From an optimization exercise on the open Yosys and OpenROAD flow, aimed at small area, a short achievable clock period and few clock cycles; shortcuts taken in it are not production practice. Only simulation tests tie the RTL to the original design; equivalence was not proved. Power is estimated from default activity; no workload was simulated.

[run.sh]
#!/bin/bash
# synth_recipe.tcl (not shown) runs the flow's synth.tcl, then flattens the netlist and writes it again
# the make line also repeats each setting of config.mk as NAME=value (left out here)
make -C /OpenROAD-flow-scripts/flow DESIGN_CONFIG=/design/flow/config.mk WORK_HOME=/design/flow/orfs CLKGATE_MAP_FILE= SYNTH_SCRIPT=/design/flow/synth_recipe.tcl finish
[config.mk]
export PLATFORM = sky130hd
export DESIGN_NAME = battle_engine
export DESIGN_NICKNAME = battle_engine
export VERILOG_FILES = /design/flow/design.v
export SDC_FILE = /design/flow/constraint.sdc
export NUM_CORES = 4
export LEC_CHECK = 0
export CAP_MARGIN = 20
export CORE_MARGIN = 2
export CORE_UTILIZATION = 40
export SLEW_MARGIN = 20
[constraint.sdc]
create_clock -name core_clock -period 18.0 [get_ports {clk_25MHz}]
set_input_delay 3.6000 -clock core_clock [delete_from_list [all_inputs] [get_ports {clk_25MHz}]]
set_output_delay 3.6000 -clock core_clock [all_outputs]
set_load 0.01 [all_outputs]
[design.v]
package battle_pkg;
    localparam int x_w      = 10;
    localparam int hp_w     = 12;
    localparam int slot_cnt = 8;
    localparam int slot_w   = 3;
    localparam int type_w   = 2;
    localparam int state_w  = 2;
    localparam logic [state_w-1:0] st_move    = 2'd0;
    localparam logic [state_w-1:0] st_windup  = 2'd1;
    localparam logic [state_w-1:0] st_strike  = 2'd2;
    localparam logic [state_w-1:0] st_recover = 2'd3;
    localparam logic [1:0] ph_idle    = 2'd0;
    localparam logic [1:0] ph_scan    = 2'd1;
    localparam logic [1:0] ph_resolve = 2'd2;
    localparam logic [1:0] ph_over    = 2'd3;   
    localparam logic [x_w-1:0]  enemy_spawn_x = 10'd10;
    localparam logic [x_w-1:0]  army_spawn_x  = 10'd570;
    localparam logic [x_w-1:0]  tower_e_x     = 10'd70;    
    localparam logic [x_w-1:0]  tower_a_x     = 10'd570;   
    localparam logic [hp_w-1:0] tower_hp_init = 12'd4000;
    function automatic logic [hp_w-1:0] unit_hp(input logic [type_w-1:0] t);
        case (t)
            2'd0: unit_hp = 12'd300;
            2'd1: unit_hp = 12'd800;
            2'd2: unit_hp = 12'd500;
            default: unit_hp = 12'd1500;
        endcase
    endfunction
    function automatic logic [hp_w-1:0] unit_atk(input logic [type_w-1:0] t);
        case (t)
            2'd0: unit_atk = 12'd60;
            2'd1: unit_atk = 12'd120;
            2'd2: unit_atk = 12'd90;
            default: unit_atk = 12'd250;
        endcase
    endfunction
    function automatic logic [3:0] unit_cd(input logic [type_w-1:0] t);
        case (t)
            2'd0: unit_cd = 4'd2;
            2'd1: unit_cd = 4'd4;
            2'd2: unit_cd = 4'd3;
            default: unit_cd = 4'd6;
        endcase
    endfunction
    function automatic logic [4:0] unit_speed(input logic [type_w-1:0] t);
        case (t)
            2'd0: unit_speed = 5'd6;
            2'd1: unit_speed = 5'd3;
            2'd2: unit_speed = 5'd4;
            default: unit_speed = 5'd2;
        endcase
    endfunction
    function automatic logic [7:0] unit_range(input logic [type_w-1:0] t);
        case (t)
            2'd0: unit_range = 8'd40;
            2'd1: unit_range = 8'd20;
            2'd2: unit_range = 8'd100;
            default: unit_range = 8'd25;
        endcase
    endfunction
endpackage
`timescale 1ns/1ps
module unit_squad #(
    parameter bit side_enemy = 1'b1
) (
    input  logic                          clk_25MHz,
    input  logic                          rst,
    input  logic                          start,
    input  logic                          spawn_go,
    input  logic [battle_pkg::type_w-1:0] spawn_type,
    input  logic                          step,
    input  logic                          opp_front_alive,
    input  logic [battle_pkg::x_w-1:0]    opp_front_x,
    input  logic                          hit_valid,
    input  logic [battle_pkg::hp_w-1:0]   hit_amount,
    output logic                          has_free,
    output logic [battle_pkg::slot_w:0]   alive_count,
    output logic                          front_alive,
    output logic [battle_pkg::x_w-1:0]    front_x,
    output logic [battle_pkg::hp_w-1:0]   dmg_unit,
    output logic [battle_pkg::hp_w-1:0]   dmg_tower,
    output logic                          scan_done
);
    logic [battle_pkg::slot_cnt-1:0] alive_q;
    logic [battle_pkg::type_w-1:0]   type_q  [battle_pkg::slot_cnt];
    logic [battle_pkg::x_w-1:0]      x_q     [battle_pkg::slot_cnt];
    logic [battle_pkg::hp_w-1:0]     hp_q    [battle_pkg::slot_cnt];
    logic [battle_pkg::state_w-1:0]  state_q [battle_pkg::slot_cnt];
    logic [3:0]                      phase_q [battle_pkg::slot_cnt];
    logic [battle_pkg::type_w-1:0] spawn_type_q;
    logic [battle_pkg::slot_w-1:0] free_idx;
    logic [battle_pkg::slot_w-1:0] front_idx;
    logic [battle_pkg::slot_w-1:0] scan_idx;
    logic                          scanning;
    logic                          opp_alive_q;
    logic [battle_pkg::x_w-1:0]    opp_x_q;
    logic [battle_pkg::hp_w-1:0]   unit_acc;
    logic [battle_pkg::hp_w-1:0]   tower_acc;
    logic [battle_pkg::type_w-1:0] cur_type;
    logic [battle_pkg::x_w-1:0]    cur_x;
    logic [battle_pkg::x_w-1:0]    move_x;
    logic [battle_pkg::hp_w-1:0]   cur_atk;
    logic [3:0]                    cur_cd;
    logic [4:0]                    cur_speed;
    logic [7:0]                    cur_range;
    logic                          visit;
    logic                          phase_end;
    logic                          strike_now;
    logic                          opp_in;
    logic                          tower_in;
    logic                          hit_kill;
    assign cur_type  = type_q[scan_idx];
    assign cur_x     = x_q[scan_idx];
    assign cur_atk   = battle_pkg::unit_atk(cur_type);
    assign cur_cd    = battle_pkg::unit_cd(cur_type);
    assign cur_speed = battle_pkg::unit_speed(cur_type);
    assign cur_range = battle_pkg::unit_range(cur_type);
    assign visit      = scanning && alive_q[scan_idx];
    assign phase_end  = (phase_q[scan_idx] == cur_cd);
    assign strike_now = visit && (state_q[scan_idx] == battle_pkg::st_strike);
    assign move_x     = side_enemy ? cur_x + {5'd0, cur_speed} : cur_x - {5'd0, cur_speed};
    assign scan_done = scanning && (&scan_idx);   
    assign has_free  = ~&alive_q;
    assign hit_kill  = (hit_amount >= hp_q[front_idx]);
    assign dmg_unit  = unit_acc + ((strike_now && opp_in) ? cur_atk : '0);
    assign dmg_tower = tower_acc + ((strike_now && !opp_in) ? cur_atk : '0);
    always_comb begin
        if (side_enemy) begin   
            opp_in   = opp_alive_q && ({1'b0, opp_x_q} <= {1'b0, cur_x} + {3'd0, cur_range});
            tower_in = ({1'b0, cur_x} + {3'd0, cur_range} >= {1'b0, battle_pkg::tower_a_x});
        end else begin
            opp_in   = opp_alive_q && ({1'b0, cur_x} <= {1'b0, opp_x_q} + {3'd0, cur_range});
            tower_in = ({1'b0, cur_x} <= {1'b0, battle_pkg::tower_e_x} + {3'd0, cur_range});
        end
    end
    always_comb begin
        front_alive = 1'b0;
        front_x     = side_enemy ? battle_pkg::enemy_spawn_x : battle_pkg::army_spawn_x;
        front_idx   = '0;
        free_idx    = '0;
        alive_count = '0;
        for (int i = battle_pkg::slot_cnt - 1; i >= 0; i--) begin
            if (!alive_q[i])
                free_idx = i[battle_pkg::slot_w-1:0];
        end
        for (int i = 0; i < battle_pkg::slot_cnt; i++) begin
            if (alive_q[i]) begin
                alive_count = alive_count + 1'b1;
                if (!front_alive || (side_enemy ? x_q[i] > front_x : x_q[i] < front_x)) begin
                    front_alive = 1'b1;
                    front_x     = x_q[i];
                    front_idx   = i[battle_pkg::slot_w-1:0];
                end
            end
        end
    end
    always_ff @(posedge clk_25MHz) begin
        if (rst || start) begin
            scanning <= 1'b0;
            scan_idx <= '0;
        end else if (step) begin
            scanning <= 1'b1;
            scan_idx <= '0;
        end else if (scanning) begin
            scan_idx <= scan_idx + 1'b1;
            if (scan_done)
                scanning <= 1'b0;
        end
    end
    always_ff @(posedge clk_25MHz) begin
        if (rst || start) begin
            alive_q <= '0;
        end else begin
            if (spawn_go)
                alive_q[free_idx] <= 1'b1;
            if (hit_valid && front_alive && hit_kill)
                alive_q[front_idx] <= 1'b0;
        end
    end
    always_ff @(posedge clk_25MHz) begin
        spawn_type_q <= spawn_type;   
        if (step) begin
            opp_alive_q <= opp_front_alive;
            opp_x_q     <= opp_front_x;
            unit_acc    <= '0;
            tower_acc   <= '0;
        end else if (scanning) begin
            unit_acc  <= dmg_unit;
            tower_acc <= dmg_tower;
        end
        if (spawn_go) begin
            type_q[free_idx]  <= spawn_type_q;
            x_q[free_idx]     <= side_enemy ? battle_pkg::enemy_spawn_x : battle_pkg::army_spawn_x;
            hp_q[free_idx]    <= battle_pkg::unit_hp(spawn_type_q);
            state_q[free_idx] <= battle_pkg::st_move;
            phase_q[free_idx] <= '0;
        end
        if (visit) begin
            case (state_q[scan_idx])
                battle_pkg::st_move: begin
                    if (opp_in || tower_in) begin
                        state_q[scan_idx] <= battle_pkg::st_windup;
                        phase_q[scan_idx] <= '0;
                    end else begin
                        x_q[scan_idx] <= move_x;
                    end
                end
                battle_pkg::st_windup, battle_pkg::st_recover: begin
                    if (phase_end) begin
                        state_q[scan_idx] <= (state_q[scan_idx] == battle_pkg::st_windup) ?
                                             battle_pkg::st_strike : battle_pkg::st_move;
                        phase_q[scan_idx] <= '0;
                    end else begin
                        phase_q[scan_idx] <= phase_q[scan_idx] + 4'd1;
                    end
                end
                battle_pkg::st_strike: begin   
                    state_q[scan_idx] <= battle_pkg::st_recover;
                    phase_q[scan_idx] <= '0;
                end
            endcase
        end
        if (hit_valid && front_alive && !hit_kill)
            hp_q[front_idx] <= hp_q[front_idx] - hit_amount;
    end
endmodule
`timescale 1ns/1ps
module battle_referee (
    input  logic                        clk_25MHz,
    input  logic                        rst,
    input  logic                        start,
    input  logic                        frame_valid,
    input  logic                        spawn_valid,
    input  logic                        spawn_enemy,
    input  logic                        has_free_e,
    input  logic                        has_free_a,
    input  logic                        scan_done,
    input  logic [battle_pkg::hp_w-1:0] dmg_unit_e,
    input  logic [battle_pkg::hp_w-1:0] dmg_tower_e,
    input  logic [battle_pkg::hp_w-1:0] dmg_unit_a,
    input  logic [battle_pkg::hp_w-1:0] dmg_tower_a,
    output logic                        frame_ready,
    output logic                        spawn_ready,
    output logic                        spawn_go_e,
    output logic                        spawn_go_a,
    output logic                        step,
    output logic                        hit_valid,
    output logic [battle_pkg::hp_w-1:0] hit_amount_e,
    output logic [battle_pkg::hp_w-1:0] hit_amount_a,
    output logic [battle_pkg::hp_w-1:0] tower_hp_enemy,
    output logic [battle_pkg::hp_w-1:0] tower_hp_army,
    output logic                        game_win,
    output logic                        game_lose
);
    logic [1:0] phase;
    logic       frame_go;
    logic       spawn_go;
    assign frame_ready = (phase == battle_pkg::ph_idle);
    assign spawn_ready = frame_ready && !spawn_go_e && !spawn_go_a &&
                         (spawn_enemy ? has_free_e : has_free_a);
    assign frame_go = frame_valid && frame_ready;
    assign spawn_go = spawn_valid && spawn_ready;
    always_ff @(posedge clk_25MHz) begin
        if (rst) begin
            phase          <= battle_pkg::ph_over;
            step           <= 1'b0;
            hit_valid      <= 1'b0;
            spawn_go_e     <= 1'b0;
            spawn_go_a     <= 1'b0;
            game_win       <= 1'b0;
            game_lose      <= 1'b0;
            tower_hp_enemy <= '0;
            tower_hp_army  <= '0;
        end else if (start) begin
            phase          <= battle_pkg::ph_idle;
            step           <= 1'b0;
            hit_valid      <= 1'b0;
            spawn_go_e     <= 1'b0;
            spawn_go_a     <= 1'b0;
            game_win       <= 1'b0;
            game_lose      <= 1'b0;
            tower_hp_enemy <= battle_pkg::tower_hp_init;
            tower_hp_army  <= battle_pkg::tower_hp_init;
        end else begin
            step       <= frame_go;
            spawn_go_e <= spawn_go && spawn_enemy;
            spawn_go_a <= spawn_go && !spawn_enemy;
            hit_valid  <= 1'b0;
            case (phase)
                battle_pkg::ph_idle: begin
                    if (frame_go)
                        phase <= battle_pkg::ph_scan;
                end
                battle_pkg::ph_scan: begin
                    if (scan_done) begin
                        phase     <= battle_pkg::ph_resolve;
                        hit_valid <= 1'b1;
                        tower_hp_army  <= (dmg_tower_e >= tower_hp_army) ? '0 :
                                          tower_hp_army - dmg_tower_e;
                        tower_hp_enemy <= (dmg_tower_a >= tower_hp_enemy) ? '0 :
                                          tower_hp_enemy - dmg_tower_a;
                    end
                end
                battle_pkg::ph_resolve: begin
                    if (!hit_valid) begin
                        phase <= battle_pkg::ph_idle;
                    end else if (tower_hp_army == '0) begin   
                        game_lose <= 1'b1;
                        phase     <= battle_pkg::ph_over;
                    end else if (tower_hp_enemy == '0) begin
                        game_win <= 1'b1;
                        phase    <= battle_pkg::ph_over;
                    end
                end
                default: ;   
            endcase
        end
    end
    always_ff @(posedge clk_25MHz) begin
        if (phase == battle_pkg::ph_scan && scan_done) begin
            hit_amount_e <= dmg_unit_a;
            hit_amount_a <= dmg_unit_e;
        end
    end
endmodule
`timescale 1ns/1ps
module battle_engine (
    input  logic                          clk_25MHz,
    input  logic                          rst,
    input  logic                          start,
    input  logic                          frame_valid,
    output logic                          frame_ready,
    input  logic                          spawn_valid,
    output logic                          spawn_ready,
    input  logic                          spawn_enemy,
    input  logic [battle_pkg::type_w-1:0] spawn_type,
    output logic [battle_pkg::hp_w-1:0]   tower_hp_enemy,
    output logic [battle_pkg::hp_w-1:0]   tower_hp_army,
    output logic [battle_pkg::slot_w:0]   enemy_count,
    output logic [battle_pkg::slot_w:0]   army_count,
    output logic [battle_pkg::x_w-1:0]    enemy_front_x,
    output logic [battle_pkg::x_w-1:0]    army_front_x,
    output logic                          game_win,
    output logic                          game_lose
);
    logic                        spawn_go_e;
    logic                        spawn_go_a;
    logic                        step;
    logic                        hit_valid;
    logic [battle_pkg::hp_w-1:0] hit_amount_e;
    logic [battle_pkg::hp_w-1:0] hit_amount_a;
    logic                        has_free_e;
    logic                        has_free_a;
    logic                        enemy_front_alive;
    logic                        army_front_alive;
    logic [battle_pkg::hp_w-1:0] dmg_unit_e;
    logic [battle_pkg::hp_w-1:0] dmg_tower_e;
    logic [battle_pkg::hp_w-1:0] dmg_unit_a;
    logic [battle_pkg::hp_w-1:0] dmg_tower_a;
    logic                        scan_done;
    unit_squad #(.side_enemy(1'b1)) u_enemy (
        .clk_25MHz(clk_25MHz), .rst(rst), .start(start),
        .spawn_go(spawn_go_e), .spawn_type(spawn_type), .step(step),
        .opp_front_alive(army_front_alive), .opp_front_x(army_front_x),
        .hit_valid(hit_valid), .hit_amount(hit_amount_e),
        .has_free(has_free_e), .alive_count(enemy_count),
        .front_alive(enemy_front_alive), .front_x(enemy_front_x),
        .dmg_unit(dmg_unit_e), .dmg_tower(dmg_tower_e),
        .scan_done(scan_done)
    );
    unit_squad #(.side_enemy(1'b0)) u_army (
        .clk_25MHz(clk_25MHz), .rst(rst), .start(start),
        .spawn_go(spawn_go_a), .spawn_type(spawn_type), .step(step),
        .opp_front_alive(enemy_front_alive), .opp_front_x(enemy_front_x),
        .hit_valid(hit_valid), .hit_amount(hit_amount_a),
        .has_free(has_free_a), .alive_count(army_count),
        .front_alive(army_front_alive), .front_x(army_front_x),
        .dmg_unit(dmg_unit_a), .dmg_tower(dmg_tower_a),
        .scan_done()
    );
    battle_referee u_ref (
        .clk_25MHz(clk_25MHz), .rst(rst), .start(start),
        .frame_valid(frame_valid), .spawn_valid(spawn_valid), .spawn_enemy(spawn_enemy),
        .has_free_e(has_free_e), .has_free_a(has_free_a), .scan_done(scan_done),
        .dmg_unit_e(dmg_unit_e), .dmg_tower_e(dmg_tower_e),
        .dmg_unit_a(dmg_unit_a), .dmg_tower_a(dmg_tower_a),
        .frame_ready(frame_ready), .spawn_ready(spawn_ready),
        .spawn_go_e(spawn_go_e), .spawn_go_a(spawn_go_a), .step(step),
        .hit_valid(hit_valid), .hit_amount_e(hit_amount_e), .hit_amount_a(hit_amount_a),
        .tower_hp_enemy(tower_hp_enemy), .tower_hp_army(tower_hp_army),
        .game_win(game_win), .game_lose(game_lose)
    );
endmodule
==> summary.md <==
| Metric | Value |
|---|---|
| Ys Warns | `3` |
| FF+latch area | `17910 um2` |
| Reg2reg path depth | `81` |
| Core area | `98420 um2` |
| Synth Instances | `3756` |
| CP most frequent cell | `ha_4` |
| Post-route setup TNS | `0 ps` |
| Placement Setup Slack | `-586.0 ps` |
| Max-Cap Viols | `0` |
| Die W | `319.1 um` |
| Share of cells above drive strength 1 | `21.14%` |
| Min-delay worst type | `flip-flop to flip-flop` |
| CP Launch Type | `flip-flop` |
| Cell Area, Placed | `43820 um2` |
| P_leak | `0.01856 uW` |
| Post-DP HPWL | `90.84 mm` |
| Die H | `319.1 um` |
| Final Worst Setup Slack | `446.7 ps` |
| Mapped Area | `39710 um2` |
| #FFs+latches synth | `632` |
| Commonest cells after routing, fill and taps aside | `edfxtp_1 (524), nor2_1 (370), buf_4 (338)` |
| Largest family of logic cells by synthesized area | `simple AND/OR/NAND/NOR gates` |
| Outcome | `complete, no violations` |
| Top post-synthesis cells by area | `edfxtp_1 (40%), ha_1 (9.6%), dfxtp_1 (5.4%)` |
| Routed WL | `123.0 mm` |
| Antenna viol nets, final | `0` |
| DRC viols | `0` |
| Final Setup Violations | `0` |
| Post-Route Skew | `30.38 ps` |
| Total number of vias | `31400` |
| Adder-Cell Fraction of Synth Area | `10.12%` |
| CTS tree | `done` |
| Maximum vdd drop | `0.00006624 V` |
| Register area share after synthesis | `45.07%` |
| Root Driver | `clkbuf_16` |
| Filler cells | `8957` |
| PwrDens | `71.08 nW/um2` |
| Async set-reset flop share out of synthesis | `0%` |
| Final instance area | `48190 um2` |
| Power Total | `3426 uW` |
| I/O Buffers | `63` |
| Largest net degree at the start of global routing | `70` |
| Nets | `4412` |
| Drt wl/cell | `22.62 um` |
| Critical Path RT | `14400 ps` |
| Mean Syn Cell Area | `10.57 um2` |
| ANT cells | `0` |
| Gr ovfl total | `0` |
| Overall Global Routing Usage | `23.64%` |
| Synth top area share | `39.63%` |
| EDFF count, synth | `524` |
| Worst Tran Pin Value | `1184 ps` |
| Final Hold Fails | `0` |
| Crit path max fanout | `8` |
| Number of global-route vias before repair | `30870` |
| First-pass GRT wire length | `184.9 mm` |
| Worst-path clk slew | `60 ps` |
| Synth area leader | `edfxtp_1` |
| Yosys cell types | `96` |
| Initial core utilization | `40.34%` |
| Post-Synth XOR/XNOR Area | `3.529%` |
| Sinks on Clock Net | `632` |
| Worst skew pair latency | `650 ps` |
| Crit path capture type | `primary output` |
| Prevailing post-synth register cell | `edfxtp_1` |
| Crit path arrival time | `13950 ps` |
| Synthesized Nets | `4079` |
| Tcrit/Tclk final | `97.52%` |
| Synth Area in Compound Gates | `12.78%` |
| Initial antenna violation count | `4` |
| Min Tclk post-route | `17550 ps` |
| Max_slew headroom | `20.21%` |
| Area Overhead vs Synth | `21.38%` |
| I/O pin count | `64` |
| H-tree Lvls | `3` |
| GPL Wtd Cong | `0.9224` |
| Final max-slew violation count | `0` |
| Commonest non-fill, non-tap cell in the layout | `edfxtp_1` |
| Drt pass-1 iters | `6` |
| Max clock buf depth | `3` |
| CTS Hold Bufs | `0` |
| Slowest stage cell, crit path | `or4b_1` |
| CP peak stage delay | `490 ps` |
| Fmax | `56.97 MHz` |
| Mux cell area share after synthesis | `10.43%` |
| Rows | `115` |
| Die ar. | `101800 um2` |
| TritonCTS buffer count | `77` |
| Critical setup path kind | `flip-flop to primary output` |
| Via density | `5.776` |
| Simple logic cell fraction of the synthesized area | `13.87%` |
| Starting DRT DRC Count | `2940` |
| Area of the multi-input gates | `21370 um2` |
| Hold path cells | `2` |
[metrics by stage]
| step | std cells | hold WS, ps | utilization, % |
|---|---|---|---|
| 5_1_grt | 5436 | 517.0 | 48.97 |
| 4_1_cts | 5388 | 484.5 | 47.52 |
| 2_1_floorplan | 3756 | 464.7 | - |
| 6_report | 5436 | 478.6 | 48.97 |
| 3_3_place_gp | 5232 | 460.2 | 44.52 |
| 3_5_place_dp | 5233 | 462.2 | 44.53 |
[where the power goes]
group          internal (uW)  switching [uW]  leakage (uW)  total, uW
registers               1580            11.4       0.00542       1600
logic                   84.4             106        0.0119        190
clock network            982             659       0.00126       1640
total                   2650             776        0.0186       3430
[critical path, delay by kind of cell (launching register included)]
kind                     cells  cell delay, ps
AO/OA/AOI/OAI               31            6550
buffers and inverters        7             810
AND/OR/NAND/NOR             17            2990
adder cells (fa/ha/maj)      7            1790
flip-flops                   1             380
multiplexers                 3             760
[state kept, by name, indices dropped and copies added (netlist names), 3 cells and up, named ones only]
| register | count |
|---|---|
| u_army.hp_q | 96 |
| u_enemy.opp_x_q | 10 |
| u_ref.hit_amount_a | 11 |
| u_army.alive_q | 8 |
| u_army.tower_acc | 11 |
| u_army.type_q | 16 |
| u_ref.tower_hp_enemy | 12 |
| u_ref.tower_hp_army | 12 |
| u_enemy.phase_q | 32 |
| u_enemy.type_q | 16 |
| u_ref.hit_amount_e | 11 |
| u_enemy.x_q | 80 |
| u_enemy.tower_acc | 11 |
| u_army.unit_acc | 11 |
| u_enemy.scan_idx | 3 |
| u_army.phase_q | 32 |
| u_enemy.state_q | 16 |
| u_army.scan_idx | 3 |
| u_army.opp_x_q | 10 |
| u_enemy.unit_acc | 11 |
| u_enemy.alive_q | 8 |
| u_enemy.hp_q | 96 |
| u_army.state_q | 16 |
| u_army.x_q | 80 |
[routing by layer]
layer	GRT usage (%)	share of wire, %
met4	8.008	3.3
met3	5.004	8.5
met2	37.27	45
met5	0	0
met1	32.30	43
[logic make-up (layout without fill, tap and decap cells)]
logic type                 Yosys count  count (layout)
DFF                                632             632
and+or+nand+nor                   1155            1158
AOI/OAI and AO/OA                  742             743
muxes                              314             314
other                                1               1
xor gates and xnor gates           160             160
buffers and inverters              437             826
adders and majority gates          315             315
[worst paths after layout]
| kind | startpoint | end | slack (ps) |
|---|---|---|---|
| max | u_army.alive_q[0]$_SDFF_PP0_ | army_front_x[2] | 450 |
| min | u_ref.game_win$_SDFFE_PP0P_ | u_ref.game_win$_SDFFE_PP0P_ | 480 |
| max reg2reg | u_army.alive_q[0]$_SDFF_PP0_ | u_army.hp_q[4][4]$_DFFE_PP_ | 680 |
| min reg2reg | u_ref.game_win$_SDFFE_PP0P_ | u_ref.game_win$_SDFFE_PP0P_ | 480 |
[synth_stat cells (all sizes together) (33+ instances only)]
cell type,n
a21o,70
a21oi,157
and3,33
buf,50
clkbuf,140
dfxtp,108
edfxtp,524
ha,305
inv,245
mux2,77
mux2i,165
mux4,72
nand2,248
nand2b,38
nand3,110
nand4,42
nor2,389
nor2b,48
nor3,115
o21a,54
o21ai,159
o21bai,37
xnor2,97
xor2,63
[timing repair]
action	CTS	global route
setup buffers	12	48
endpoints found under the setup margin	197	402
pin swaps	21	114
cloned	4	0
gates resized for setup	109	230
[cell type report]
class | count | area share (%)
Clock buffer | 99 | 4.315
Clock inverter | 40 | 1.166
Inverter | 247 | 1.950
Multi-Input combinational cell | 2691 | 44.34
Sequential cell | 632 | 37.16
Tap cell | 1287 | 3.341
Timing Repair Buffer | 440 | 7.731
Testbench counts, summed over its fixed seeds: cycles 270,542.

## afterwards: timing with drivers on the ports
The flow's constraints put no driver on any port. The routed layout listed below was extracted and timed again, unchanged, in two steps. Step 1: set_driving_cell puts a clkbuf_16 on clk_25MHz and a buf_2 on each other input, an assumption about the parent block. Step 2 adds t to the input delays and takes it off the output delays; t is the mean of the earliest and latest rising clock arrival at the registers after step 1. Input paths then give back, and output paths get back, about the clock's delay inside the block. Slacks: ideal / step 1 / step 2; pairs: ideal / step 1.
t, ns: 0.703
setup slack, ns: 0.447 / 0.381 / 0.684
worst hold slack (ns): 0.479 / 0.479 / 0.479
worst slew at a driven data input, ns: 0.04
pins driven straight from the clock port: 1
After both steps setup and hold are still met in this run. For this run, drivers alone change the setup slack by -0.066 ns; drivers and shift together by +0.237 ns.
